Context: an optimization exercise on an open-source flow, tuned for small area. The choices shown serve that exercise and are no tape-out recipe. The RTL was checked by simulation tests, not by an equivalence proof against the original design. Power is estimated from default activity; no workload was simulated. The flow treats the clock pin as an ideal source, which a real chip does not have.

==> inputs of build 18 <==
==> flow/design.v (excerpt) <==
module memory_system #(
  parameter bit BOOT_LOAD = 1'b1
) (
  input  logic                  clk,
  input  logic                  reset,
  input  logic [memory_map_pkg::ADDR_W-1:0]     address,
  input  logic [memory_map_pkg::DATA_W-1:0]     to_memory,
  input  logic                  write,
  output logic [memory_map_pkg::DATA_W-1:0]     from_memory,
  output logic                  cpu_reset,
  input  logic                  load_valid,
  input  logic [memory_map_pkg::DATA_W-1:0]     load_data,
  input  logic                  load_last,
  output logic                  load_ready,
  input  logic [memory_map_pkg::PORT_BUS_W-1:0] port_in,
  output logic [memory_map_pkg::PORT_BUS_W-1:0] port_out
);
Settings: LEC_CHECK=0, CAP_MARGIN=10, CORE_MARGIN=2, CORE_UTILIZATION=65, GPL_TIMING_DRIVEN=0, SETUP_SLACK_MARGIN=0.3, SLEW_MARGIN=10, SYNTH_HIERARCHICAL=1, SYNTH_MINIMUM_KEEP_SIZE=0; clock period 5.0 ns.
standard.sh (not shown) runs the stock make flow with config.mk's settings and CLKGATE_MAP_FILE= SYNTH_SCRIPT=/design/flow/synth_recipe.tcl, a recipe that flattens the netlist after the stock synthesis.
==> flow/flow/run.sh <==
#!/bin/bash
# Layout flow: the standard synthesis; then the combinational cells, which
# ABC maps one small module at a time and sizes up (the storage hold gates
# become a2bb2oi_2), are set back to size 1 of the same cell (flow/downsize.py);
# then the standard layout from that netlist, with the synthesis buffers
# removed at floorplan, the smallest buffer on the ports and a clock tree built
# without dummy loads. The layout's repair steps size cells up again where
# needed. Each step's output goes to its own log in the work folder.
set -euo pipefail
R=orfs/results/${FLOW_PLATFORM}/memory_system/base
bash standard.sh synth > flow_synth.log 2>&1
python3 flow/downsize.py "$R/1_2_yosys.v" > flow_downsize.log 2>&1
export REMOVE_ABC_BUFFERS=1
export BUFFER_PORTS_ARGS="-buffer_cell sky130_fd_sc_hd__buf_1"
export CTS_ARGS="-sink_clustering_enable -repair_clock_nets -dont_use_dummy_load -sink_clustering_size 30 -sink_clustering_max_diameter 80 -buf_list {sky130_fd_sc_hd__clkbuf_8 sky130_fd_sc_hd__clkbuf_16}"
bash standard.sh finish > flow_finish.log 2>&1
Other scripts of this flow, unchanged in this note and not shown: flow/flow/downsize.py
==> inputs of build 44, as changes to build 18 <==
--- a/flow/design.v
+++ b/flow/design.v
@@ -312,18 +312,28 @@
   logic w_l0_9;
   cell_nand4 u_w_l0_9 (.i_a(w_t36), .i_b(w_t37), .i_c(w_t38), .i_d(w_t39), .o_y(w_l0_9));
   logic w_l0_10;
   cell_nand4 u_w_l0_10 (.i_a(w_t40), .i_b(w_t41), .i_c(w_t42), .i_d(w_t43), .o_y(w_l0_10));
   logic w_l1_0;
-  cell_nor4 u_w_l1_0 (.i_a(w_l0_0), .i_b(w_l0_1), .i_c(w_l0_2), .i_d(w_l0_3), .o_y(w_l1_0));
+  cell_nor2 u_w_l1_0 (.i_a(w_l0_0), .i_b(w_l0_1), .o_y(w_l1_0));
   logic w_l1_1;
-  cell_nor4 u_w_l1_1 (.i_a(w_l0_4), .i_b(w_l0_5), .i_c(w_l0_6), .i_d(w_l0_7), .o_y(w_l1_1));
+  cell_nor2 u_w_l1_1 (.i_a(w_l0_2), .i_b(w_l0_3), .o_y(w_l1_1));
   logic w_l1_2;
-  cell_nor3 u_w_l1_2 (.i_a(w_l0_8), .i_b(w_l0_9), .i_c(w_l0_10), .o_y(w_l1_2));
+  cell_nor2 u_w_l1_2 (.i_a(w_l0_4), .i_b(w_l0_5), .o_y(w_l1_2));
+  logic w_l1_3;
+  cell_nor2 u_w_l1_3 (.i_a(w_l0_6), .i_b(w_l0_7), .o_y(w_l1_3));
+  logic w_l1_4;
+  cell_nor2 u_w_l1_4 (.i_a(w_l0_8), .i_b(w_l0_9), .o_y(w_l1_4));
+  logic w_l1_5;
+  assign w_l1_5 = ~w_l0_10;
   logic w_l2_0;
   cell_nand3 u_w_l2_0 (.i_a(w_l1_0), .i_b(w_l1_1), .i_c(w_l1_2), .o_y(w_l2_0));
-  assign o_y = w_l2_0;
+  logic w_l2_1;
+  cell_nand3 u_w_l2_1 (.i_a(w_l1_3), .i_b(w_l1_4), .i_c(w_l1_5), .o_y(w_l2_1));
+  logic w_l3_0;
+  cell_nor2 u_w_l3_0 (.i_a(w_l2_0), .i_b(w_l2_1), .o_y(w_l3_0));
+  assign o_y = ~w_l3_0;
 endmodule
 module col_sel_hi (
   input  logic [103:0] i_d,
   input  logic [103:0] i_s,
   output logic o_y
@@ -417,18 +427,26 @@
   logic w_l0_7;
   cell_nand4 u_w_l0_7 (.i_a(w_t28), .i_b(w_t29), .i_c(w_t30), .i_d(w_t31), .o_y(w_l0_7));
   logic w_l0_8;
   cell_nand4 u_w_l0_8 (.i_a(w_t32), .i_b(w_t33), .i_c(w_t34), .i_d(w_t35), .o_y(w_l0_8));
   logic w_l1_0;
-  cell_nor3 u_w_l1_0 (.i_a(w_l0_0), .i_b(w_l0_1), .i_c(w_l0_2), .o_y(w_l1_0));
+  cell_nor2 u_w_l1_0 (.i_a(w_l0_0), .i_b(w_l0_1), .o_y(w_l1_0));
   logic w_l1_1;
-  cell_nor3 u_w_l1_1 (.i_a(w_l0_3), .i_b(w_l0_4), .i_c(w_l0_5), .o_y(w_l1_1));
+  cell_nor2 u_w_l1_1 (.i_a(w_l0_2), .i_b(w_l0_3), .o_y(w_l1_1));
   logic w_l1_2;
-  cell_nor3 u_w_l1_2 (.i_a(w_l0_6), .i_b(w_l0_7), .i_c(w_l0_8), .o_y(w_l1_2));
+  cell_nor2 u_w_l1_2 (.i_a(w_l0_4), .i_b(w_l0_5), .o_y(w_l1_2));
+  logic w_l1_3;
+  cell_nor2 u_w_l1_3 (.i_a(w_l0_6), .i_b(w_l0_7), .o_y(w_l1_3));
+  logic w_l1_4;
+  assign w_l1_4 = ~w_l0_8;
   logic w_l2_0;
   cell_nand3 u_w_l2_0 (.i_a(w_l1_0), .i_b(w_l1_1), .i_c(w_l1_2), .o_y(w_l2_0));
-  assign o_y = w_l2_0;
+  logic w_l2_1;
+  cell_nand2 u_w_l2_1 (.i_a(w_l1_3), .i_b(w_l1_4), .o_y(w_l2_1));
+  logic w_l3_0;
+  cell_nor2 u_w_l3_0 (.i_a(w_l2_0), .i_b(w_l2_1), .o_y(w_l3_0));
+  assign o_y = ~w_l3_0;
 endmodule
 module cell_hold (
   input  logic i_a1n,
   input  logic i_a2n,
   input  logic i_b1,
@@ -477,22 +495,5 @@
   input  logic i_b,
   output logic o_y
 );
   assign o_y = ~(i_a | i_b);
 endmodule
-module cell_nor3 (
-  input  logic i_a,
-  input  logic i_b,
-  input  logic i_c,
-  output logic o_y
-);
-  assign o_y = ~(i_a | i_b | i_c);
-endmodule
-module cell_nor4 (
-  input  logic i_a,
-  input  logic i_b,
-  input  logic i_c,
-  input  logic i_d,
-  output logic o_y
-);
-  assign o_y = ~(i_a | i_b | i_c | i_d);
-endmodule
==> flow/config.mk (replaced) <==
export PLATFORM = sky130hd
export DESIGN_NAME = memory_system
export DESIGN_NICKNAME = memory_system
export VERILOG_FILES = /design/flow/design.v
export SDC_FILE = /design/flow/constraint.sdc
export NUM_CORES = 4
export LEC_CHECK = 0
export CAP_MARGIN = 20
export CORE_MARGIN = 2
export CORE_UTILIZATION = 50
export SETUP_SLACK_MARGIN = 0.1
export SLEW_MARGIN = 20
export SYNTH_HIERARCHICAL = 1
export SYNTH_MINIMUM_KEEP_SIZE = 0
==> inputs of build 93, as changes to build 18 <==
--- a/flow/design.v
+++ b/flow/design.v
@@ -312,18 +312,28 @@
   logic w_l0_9;
   cell_nand4 u_w_l0_9 (.i_a(w_t36), .i_b(w_t37), .i_c(w_t38), .i_d(w_t39), .o_y(w_l0_9));
   logic w_l0_10;
   cell_nand4 u_w_l0_10 (.i_a(w_t40), .i_b(w_t41), .i_c(w_t42), .i_d(w_t43), .o_y(w_l0_10));
   logic w_l1_0;
-  cell_nor4 u_w_l1_0 (.i_a(w_l0_0), .i_b(w_l0_1), .i_c(w_l0_2), .i_d(w_l0_3), .o_y(w_l1_0));
+  cell_nor2 u_w_l1_0 (.i_a(w_l0_0), .i_b(w_l0_1), .o_y(w_l1_0));
   logic w_l1_1;
-  cell_nor4 u_w_l1_1 (.i_a(w_l0_4), .i_b(w_l0_5), .i_c(w_l0_6), .i_d(w_l0_7), .o_y(w_l1_1));
+  cell_nor2 u_w_l1_1 (.i_a(w_l0_2), .i_b(w_l0_3), .o_y(w_l1_1));
   logic w_l1_2;
-  cell_nor3 u_w_l1_2 (.i_a(w_l0_8), .i_b(w_l0_9), .i_c(w_l0_10), .o_y(w_l1_2));
+  cell_nor2 u_w_l1_2 (.i_a(w_l0_4), .i_b(w_l0_5), .o_y(w_l1_2));
+  logic w_l1_3;
+  cell_nor2 u_w_l1_3 (.i_a(w_l0_6), .i_b(w_l0_7), .o_y(w_l1_3));
+  logic w_l1_4;
+  cell_nor2 u_w_l1_4 (.i_a(w_l0_8), .i_b(w_l0_9), .o_y(w_l1_4));
+  logic w_l1_5;
+  assign w_l1_5 = ~w_l0_10;
   logic w_l2_0;
   cell_nand3 u_w_l2_0 (.i_a(w_l1_0), .i_b(w_l1_1), .i_c(w_l1_2), .o_y(w_l2_0));
-  assign o_y = w_l2_0;
+  logic w_l2_1;
+  cell_nand3 u_w_l2_1 (.i_a(w_l1_3), .i_b(w_l1_4), .i_c(w_l1_5), .o_y(w_l2_1));
+  logic w_l3_0;
+  cell_nor2 u_w_l3_0 (.i_a(w_l2_0), .i_b(w_l2_1), .o_y(w_l3_0));
+  assign o_y = ~w_l3_0;
 endmodule
 module col_sel_hi (
   input  logic [103:0] i_d,
   input  logic [103:0] i_s,
   output logic o_y
@@ -417,18 +427,26 @@
   logic w_l0_7;
   cell_nand4 u_w_l0_7 (.i_a(w_t28), .i_b(w_t29), .i_c(w_t30), .i_d(w_t31), .o_y(w_l0_7));
   logic w_l0_8;
   cell_nand4 u_w_l0_8 (.i_a(w_t32), .i_b(w_t33), .i_c(w_t34), .i_d(w_t35), .o_y(w_l0_8));
   logic w_l1_0;
-  cell_nor3 u_w_l1_0 (.i_a(w_l0_0), .i_b(w_l0_1), .i_c(w_l0_2), .o_y(w_l1_0));
+  cell_nor2 u_w_l1_0 (.i_a(w_l0_0), .i_b(w_l0_1), .o_y(w_l1_0));
   logic w_l1_1;
-  cell_nor3 u_w_l1_1 (.i_a(w_l0_3), .i_b(w_l0_4), .i_c(w_l0_5), .o_y(w_l1_1));
+  cell_nor2 u_w_l1_1 (.i_a(w_l0_2), .i_b(w_l0_3), .o_y(w_l1_1));
   logic w_l1_2;
-  cell_nor3 u_w_l1_2 (.i_a(w_l0_6), .i_b(w_l0_7), .i_c(w_l0_8), .o_y(w_l1_2));
+  cell_nor2 u_w_l1_2 (.i_a(w_l0_4), .i_b(w_l0_5), .o_y(w_l1_2));
+  logic w_l1_3;
+  cell_nor2 u_w_l1_3 (.i_a(w_l0_6), .i_b(w_l0_7), .o_y(w_l1_3));
+  logic w_l1_4;
+  assign w_l1_4 = ~w_l0_8;
   logic w_l2_0;
   cell_nand3 u_w_l2_0 (.i_a(w_l1_0), .i_b(w_l1_1), .i_c(w_l1_2), .o_y(w_l2_0));
-  assign o_y = w_l2_0;
+  logic w_l2_1;
+  cell_nand2 u_w_l2_1 (.i_a(w_l1_3), .i_b(w_l1_4), .o_y(w_l2_1));
+  logic w_l3_0;
+  cell_nor2 u_w_l3_0 (.i_a(w_l2_0), .i_b(w_l2_1), .o_y(w_l3_0));
+  assign o_y = ~w_l3_0;
 endmodule
 module cell_hold (
   input  logic i_a1n,
   input  logic i_a2n,
   input  logic i_b1,
@@ -477,22 +495,5 @@
   input  logic i_b,
   output logic o_y
 );
   assign o_y = ~(i_a | i_b);
 endmodule
-module cell_nor3 (
-  input  logic i_a,
-  input  logic i_b,
-  input  logic i_c,
-  output logic o_y
-);
-  assign o_y = ~(i_a | i_b | i_c);
-endmodule
-module cell_nor4 (
-  input  logic i_a,
-  input  logic i_b,
-  input  logic i_c,
-  input  logic i_d,
-  output logic o_y
-);
-  assign o_y = ~(i_a | i_b | i_c | i_d);
-endmodule
==> flow/config.mk (replaced) <==
export PLATFORM = sky130hd
export DESIGN_NAME = memory_system
export DESIGN_NICKNAME = memory_system
export VERILOG_FILES = /design/flow/design.v
export SDC_FILE = /design/flow/constraint.sdc
export NUM_CORES = 4
export LEC_CHECK = 0
export CAP_MARGIN = 20
export CORE_MARGIN = 2
export CORE_UTILIZATION = 60
export GPL_TIMING_DRIVEN = 0
export SLEW_MARGIN = 20
export SYNTH_HIERARCHICAL = 1
export SYNTH_MINIMUM_KEEP_SIZE = 0
==> inputs of build 89, as changes to build 18 <==
--- a/flow/design.v
+++ b/flow/design.v
@@ -312,18 +312,28 @@
   logic w_l0_9;
   cell_nand4 u_w_l0_9 (.i_a(w_t36), .i_b(w_t37), .i_c(w_t38), .i_d(w_t39), .o_y(w_l0_9));
   logic w_l0_10;
   cell_nand4 u_w_l0_10 (.i_a(w_t40), .i_b(w_t41), .i_c(w_t42), .i_d(w_t43), .o_y(w_l0_10));
   logic w_l1_0;
-  cell_nor4 u_w_l1_0 (.i_a(w_l0_0), .i_b(w_l0_1), .i_c(w_l0_2), .i_d(w_l0_3), .o_y(w_l1_0));
+  cell_nor2 u_w_l1_0 (.i_a(w_l0_0), .i_b(w_l0_1), .o_y(w_l1_0));
   logic w_l1_1;
-  cell_nor4 u_w_l1_1 (.i_a(w_l0_4), .i_b(w_l0_5), .i_c(w_l0_6), .i_d(w_l0_7), .o_y(w_l1_1));
+  cell_nor2 u_w_l1_1 (.i_a(w_l0_2), .i_b(w_l0_3), .o_y(w_l1_1));
   logic w_l1_2;
-  cell_nor3 u_w_l1_2 (.i_a(w_l0_8), .i_b(w_l0_9), .i_c(w_l0_10), .o_y(w_l1_2));
+  cell_nor2 u_w_l1_2 (.i_a(w_l0_4), .i_b(w_l0_5), .o_y(w_l1_2));
+  logic w_l1_3;
+  cell_nor2 u_w_l1_3 (.i_a(w_l0_6), .i_b(w_l0_7), .o_y(w_l1_3));
+  logic w_l1_4;
+  cell_nor2 u_w_l1_4 (.i_a(w_l0_8), .i_b(w_l0_9), .o_y(w_l1_4));
+  logic w_l1_5;
+  assign w_l1_5 = ~w_l0_10;
   logic w_l2_0;
   cell_nand3 u_w_l2_0 (.i_a(w_l1_0), .i_b(w_l1_1), .i_c(w_l1_2), .o_y(w_l2_0));
-  assign o_y = w_l2_0;
+  logic w_l2_1;
+  cell_nand3 u_w_l2_1 (.i_a(w_l1_3), .i_b(w_l1_4), .i_c(w_l1_5), .o_y(w_l2_1));
+  logic w_l3_0;
+  cell_nor2 u_w_l3_0 (.i_a(w_l2_0), .i_b(w_l2_1), .o_y(w_l3_0));
+  assign o_y = ~w_l3_0;
 endmodule
 module col_sel_hi (
   input  logic [103:0] i_d,
   input  logic [103:0] i_s,
   output logic o_y
@@ -417,18 +427,26 @@
   logic w_l0_7;
   cell_nand4 u_w_l0_7 (.i_a(w_t28), .i_b(w_t29), .i_c(w_t30), .i_d(w_t31), .o_y(w_l0_7));
   logic w_l0_8;
   cell_nand4 u_w_l0_8 (.i_a(w_t32), .i_b(w_t33), .i_c(w_t34), .i_d(w_t35), .o_y(w_l0_8));
   logic w_l1_0;
-  cell_nor3 u_w_l1_0 (.i_a(w_l0_0), .i_b(w_l0_1), .i_c(w_l0_2), .o_y(w_l1_0));
+  cell_nor2 u_w_l1_0 (.i_a(w_l0_0), .i_b(w_l0_1), .o_y(w_l1_0));
   logic w_l1_1;
-  cell_nor3 u_w_l1_1 (.i_a(w_l0_3), .i_b(w_l0_4), .i_c(w_l0_5), .o_y(w_l1_1));
+  cell_nor2 u_w_l1_1 (.i_a(w_l0_2), .i_b(w_l0_3), .o_y(w_l1_1));
   logic w_l1_2;
-  cell_nor3 u_w_l1_2 (.i_a(w_l0_6), .i_b(w_l0_7), .i_c(w_l0_8), .o_y(w_l1_2));
+  cell_nor2 u_w_l1_2 (.i_a(w_l0_4), .i_b(w_l0_5), .o_y(w_l1_2));
+  logic w_l1_3;
+  cell_nor2 u_w_l1_3 (.i_a(w_l0_6), .i_b(w_l0_7), .o_y(w_l1_3));
+  logic w_l1_4;
+  assign w_l1_4 = ~w_l0_8;
   logic w_l2_0;
   cell_nand3 u_w_l2_0 (.i_a(w_l1_0), .i_b(w_l1_1), .i_c(w_l1_2), .o_y(w_l2_0));
-  assign o_y = w_l2_0;
+  logic w_l2_1;
+  cell_nand2 u_w_l2_1 (.i_a(w_l1_3), .i_b(w_l1_4), .o_y(w_l2_1));
+  logic w_l3_0;
+  cell_nor2 u_w_l3_0 (.i_a(w_l2_0), .i_b(w_l2_1), .o_y(w_l3_0));
+  assign o_y = ~w_l3_0;
 endmodule
 module cell_hold (
   input  logic i_a1n,
   input  logic i_a2n,
   input  logic i_b1,
@@ -477,22 +495,5 @@
   input  logic i_b,
   output logic o_y
 );
   assign o_y = ~(i_a | i_b);
 endmodule
-module cell_nor3 (
-  input  logic i_a,
-  input  logic i_b,
-  input  logic i_c,
-  output logic o_y
-);
-  assign o_y = ~(i_a | i_b | i_c);
-endmodule
-module cell_nor4 (
-  input  logic i_a,
-  input  logic i_b,
-  input  logic i_c,
-  input  logic i_d,
-  output logic o_y
-);
-  assign o_y = ~(i_a | i_b | i_c | i_d);
-endmodule
--- a/flow/config.mk
+++ b/flow/config.mk
@@ -5,11 +5,11 @@
 export SDC_FILE = /design/flow/constraint.sdc
 export NUM_CORES = 4
 export LEC_CHECK = 0
 export CAP_MARGIN = 10
 export CORE_MARGIN = 2
-export CORE_UTILIZATION = 65
+export CORE_UTILIZATION = 60
 export GPL_TIMING_DRIVEN = 0
 export SETUP_SLACK_MARGIN = 0.3
 export SLEW_MARGIN = 10
 export SYNTH_HIERARCHICAL = 1
 export SYNTH_MINIMUM_KEEP_SIZE = 0
==> notes.md <==
Fin Setup TNS=0 ns; drt pass-1 iters=14; routability cong.=0.952; most frequent cells in the layout=dfxtp_1, a2bb2oi_1, a222oi_1, nor2_1, buf_4; switching share of power=0.227; FF-to-FF Start=r_load_cnt[1]$_SDFFE_PP0P_; power share of the clock group=0.316; crit path DAT=4.94 ns; R2R Setup Slk=1.94 ns; vias in the first global route=46600; status=complete, no violations; HP Start=r_sync_meta[13]$_DFF_P_; Buffers, non-clock=442; Sequential Power Share=0.644
[end of results for build 44]
==> notes.md <==
worst setup path start=address[6]; met2 Use GR=0.515; synthesized area per cell=12.4 µm²; status=complete, no violations; power share of the clock group=0.301; Buffers, non-clock=154; R2R Setup Slk=1.11 ns; crit path DAT=5.34 ns; drt pass-1 iters=10; routability cong.=0.898; CP max FO=16; most frequent cells in the layout=dfxtp_1, a2bb2oi_1, a222oi_1, nor2_1, nand4_1; Fin Setup TNS=0 ns; HP Start=r_sync_meta[19]$_DFF_P_; FF-to-FF Start=r_cpu_reset$_SDFF_PP1_; vias in the first global route=44400; Sequential Power Share=0.658; PortBufs=102
[end of results for build 18]
==> notes.md <==
Fin Setup TNS=-0.197 ns; period utilisation layout=1.04; Final WS setup=-0.197 ns; R2R Setup Slk=1.19 ns; FF-to-FF Start=r_cpu_reset$_SDFF_PP1_; routability cong.=0.844; crit path DAT=5.70 ns; vias in the first global route=44800; Tap Count=1403; Buffers, non-clock=164; Root Driver=clkbuf_16; switching share of power=0.224; setup violators final=1; SO Viols=negative setup slack; status=complete, but fails checks; most frequent cells in the layout=dfxtp_1, a2bb2oi_1, a222oi_1, nor2_1, nand4_1; drt pass-1 iters=10; Sequential Power Share=0.658
[end of results for build 93]
==> notes.md <==
vias in the first global route=44900; switching share of power=0.225; Sequential Power Share=0.657; crit path DAT=5.23 ns; status=complete, no violations; most frequent cells in the layout=dfxtp_1, a2bb2oi_1, a222oi_1, nor2_1, nand4_1; R2R Setup Slk=1.15 ns; FF-to-FF Start=r_cpu_reset$_SDFF_PP1_; Fin Setup TNS=0 ns; HP Start=r_sync_meta[25]$_DFF_P_
[end of results for build 89]

-- what the ideal ports hide --
No port has a modelled driver above. Below, the same layouts with a new extraction and two added sets of constraints. Step 1 (the two cells are an assumption about what drives the block):
set clk [get_ports {clk}]
set_driving_cell -lib_cell sky130_fd_sc_hd__clkbuf_16 $clk
set_driving_cell -lib_cell sky130_fd_sc_hd__buf_2 [delete_from_list [all_inputs] $clk]
Step 2 adds t to the input delays and takes it off the output delays; t is the mean of the earliest and latest rising clock arrival at the registers after step 1. Input paths then give back, and output paths get back, about the clock's delay inside the block. Slacks: ideal ports / drivers / drivers and shift; pairs: ideal ports / drivers.
run | t (ns) | slack for setup (ns) | clock arrival spread, ns
build 18 | 0.760 | 0.176 / 0.168 / -0.592 | 0.038 / 0.038
build 44 | 0.792 | 0.626 / 0.628 / -0.164 | 0.069 / 0.068
build 93 | 0.766 | -0.197 / -0.149 / -0.915 | 0.031 / 0.031
build 89 | 0.758 | 0.291 / 0.260 / -0.498 | 0.039 / 0.040
Met with ideal ports but missed after step 2: setup timing in build 18, build 44 and build 89. For build 44, which loses most, drivers alone change the setup slack by +0.002 ns; drivers and shift together by -0.790 ns.
